What follows belongs to an exercise in optimizing a design on an open flow for small area and a short achievable clock period; a production flow would make more cautious choices.
The RTL was checked by simulation tests, not by an equivalence proof against the original design.

run A:
Design alu_core, start of the top module:
module alu_core
#(
  parameter int DATA_WIDTH = alu_pkg::ALU_DATA_WIDTH
) (
  input  logic                  clk,
  input  logic                  rst_n,
  input  logic [7:0]            i_alu_op,
  input  logic [DATA_WIDTH-1:0] i_a,
  input  logic [DATA_WIDTH-1:0] i_b,
  output logic [DATA_WIDTH-1:0] o_c,
  output logic                  o_zero,
  output logic                  o_div0,
  output logic [DATA_WIDTH-1:0] o_c_q,
  output logic                  o_zero_q
);
==> flow/config.mk <==
export PLATFORM = sky130hd
export DESIGN_NAME = alu_core
export DESIGN_NICKNAME = alu_core
export VERILOG_FILES = /design/flow/design.v
export SDC_FILE = /design/flow/constraint.sdc
export NUM_CORES = 4
export LEC_CHECK = 0
export ABC_AREA = 1
export CAP_MARGIN = 20
export CORE_MARGIN = 2
export CORE_UTILIZATION = 40
export SLEW_MARGIN = 20
==> flow/constraint.sdc <==
create_clock -name core_clock -period 200.0 [get_ports {clk}]
set_input_delay 40.0000 -clock core_clock [delete_from_list [all_inputs] [get_ports {clk}]]
set_output_delay 40.0000 -clock core_clock [all_outputs]
set_load 0.01 [all_outputs]
standard.sh (not shown) runs the stock make flow with config.mk's settings and CLKGATE_MAP_FILE= SYNTH_SCRIPT=/design/flow/synth_recipe.tcl, a recipe that flattens the netlist after the stock synthesis.
==> flow/flow/run.sh <==
#!/bin/bash
set -o pipefail
bash standard.sh SETUP_SLACK_MARGIN=48 SKIP_GATE_CLONING=1 SKIP_PIN_SWAP=1 "BUFFER_PORTS_ARGS=-buffer_cell sky130_fd_sc_hd__buf_2" cts > standard_flow_to_cts.log 2>&1
bash standard.sh SETUP_SLACK_MARGIN=44 SETUP_MOVE_SEQUENCE=sizeup SKIP_GATE_CLONING=1 SKIP_PIN_SWAP=1 grt > standard_flow_grt.log 2>&1
bash standard.sh finish > standard_flow_finish.log 2>&1
Both conditions hold for run A: the flow ran to the end and the final layout passed the timing, design-rule and antenna checks.
#### Input delta (run B over run A)
==> flow/flow/run.sh <==
#!/bin/bash
# The standard layout, with two changes:
#  - synthesis runs flow/synth.tcl: the standard synthesis followed by a second ABC
#    mapping pass (flow/abc.script) over the logic, keeping the flip-flops as they are;
#  - up to and including clock-tree synthesis, repair_timing is asked to keep a setup
#    margin of 52 ns beyond the constraint.
# Each make run's output goes to its own log here; ORFS keeps each tool's log under orfs/logs.
set -o pipefail
S="SYNTH_SCRIPT=$PWD/flow/synth.tcl"
bash standard.sh "$S" synth > flow_synth.log 2>&1
bash standard.sh "$S" SETUP_SLACK_MARGIN=52 cts > flow_to_cts.log 2>&1
bash standard.sh "$S" finish > flow_finish.log 2>&1
==> flow/flow/abc.script (new file) <==
strash
dc2
dc2
dch
map -B 0.9
topo
stime -c
buffer -c
dnsize -c
==> flow/flow/synth.tcl (new file) <==
# The standard synthesis (synth_recipe.tcl), followed by a second mapping pass:
# every standard cell except the flip-flops (and tie cells) is dissolved back into
# logic and ABC maps it again with this flow's abc.script, which restructures the
# logic for area (dc2) and maps it without upsizing gates.
# The flip-flops keep the standard synthesis's names and cells.
set flow_dir [file dirname [file normalize [info script]]]
proc synth {args} { yosys synth -nofsm -noshare {*}$args }
source $::env(SCRIPTS_DIR)/synth.tcl
# left out here: clear keep_hierarchy, flatten, clean up

set flow_lib [lindex $::env(LIB_FILES) 0]
read_liberty -overwrite -ignore_miss_func $flow_lib
blackbox sky130_fd_sc_hd__df* sky130_fd_sc_hd__sdf* sky130_fd_sc_hd__dl* sky130_fd_sc_hd__ed* sky130_fd_sc_hd__conb*
hierarchy -top $::env(DESIGN_NAME)
flatten
opt_clean
log_cmd abc -script $flow_dir/abc.script {*}[lrange $abc_args 2 end]
setundef -zero
splitnets
opt_clean -purge
hilomap -singleton -hicell {*}$::env(TIEHI_CELL_AND_PORT) -locell {*}$::env(TIELO_CELL_AND_PORT)
if { $::env(SYNTH_INSBUF) } {
  insbuf -buf {*}$::env(MIN_BUF_CELL_AND_PORTS)
}
opt_clean -purge
tee -o $::env(REPORTS_DIR)/synth_stat_pass2.txt stat {*}$lib_args
# left out here: hide names made inside functions, write 1_2_yosys.v
Findings:
In the tables for run A and run B, fraction of met1 tracks used by global routing reads lower with run A.
Run B did not stop at any stage, and its layout met the timing, design-rule and antenna checks.
Sort run A and run B by routed length on met1 asc -> top: run A
Run B — wire length of the first global-routing pass 9.4% higher, run A as reference
What run C does differently from run B at the input level:
==> flow/flow/run.sh <==
#!/bin/bash
set -o pipefail
bash standard.sh SETUP_SLACK_MARGIN=45 SKIP_GATE_CLONING=1 SKIP_PIN_SWAP=1 "BUFFER_PORTS_ARGS=-buffer_cell sky130_fd_sc_hd__buf_4" cts > standard_flow_to_cts.log 2>&1
bash standard.sh finish > standard_flow_finish.log 2>&1
removed: flow/flow/abc.script
removed: flow/flow/synth.tcl
Findings:
- Compared to run B, the routing of run C uses less wire.
- Run C vs. run B: fraction of the core area covered by cells at the end of the flow -5.1 points, critical path depth saw a decrease.
## Diff of input files: run D against run C
==> flow/flow/run.sh <==
#!/bin/bash
set -o pipefail
bash standard.sh SETUP_SLACK_MARGIN=50 SKIP_GATE_CLONING=1 SKIP_PIN_SWAP=1 "BUFFER_PORTS_ARGS=-buffer_cell sky130_fd_sc_hd__buf_2" cts > standard_flow_to_cts.log 2>&1
bash standard.sh SETUP_SLACK_MARGIN=40 RECOVER_POWER=30 SKIP_GATE_CLONING=1 SKIP_PIN_SWAP=1 grt > standard_flow_grt.log 2>&1
bash standard.sh finish > standard_flow_finish.log 2>&1
--- outcome ---
Although run D finished all stages, its layout failed final checks on max-capacitance violations, max-slew violations. Between run D and run C, the critical path depth is lower for run D. In run D, met3 demand-to-capacity share in global routing is higher than in run C. Looking at routed length on met1 across run D and run C, the one that comes out higher is run C. Summary: summed area of non-filler cells in the final layout, run D worse than run C. In run D, the final design utilization came out 0.30 points above the value in run C.

==> port drivers added, routing unchanged <==
The flow's constraints put no driver on any port. The routed layouts listed below were extracted and timed again, unchanged, in two steps.
Step 1 sets driving cells, clkbuf_16 on the clock port and buf_2 on the other inputs (assumed; they add their load-dependent delay and slew).
Step 2, shift: input delay + t, output delay - t, t = (earliest + latest rising clock arrival at the registers) / 2. This alone moves slack from input paths to output paths.
Slacks: no drivers / after step 1 / after step 2; pairs: no drivers / after step 1.
run	shift t [ns]	setup WS [ns]	worst data-port slew with drivers (ns)
run A	0.322	50.588 / 50.566 / 50.566	0.11
run B	0.321	49.598 / 49.579 / 49.579	0.08
run C	0.326	43.939 / 43.916 / 43.916	0.05
run D	0.326	48.899 / 48.877 / 48.877	0.12
The setup slack of run C, which loses most, moves by -0.023 ns with the drivers and by -0.023 ns with both steps.
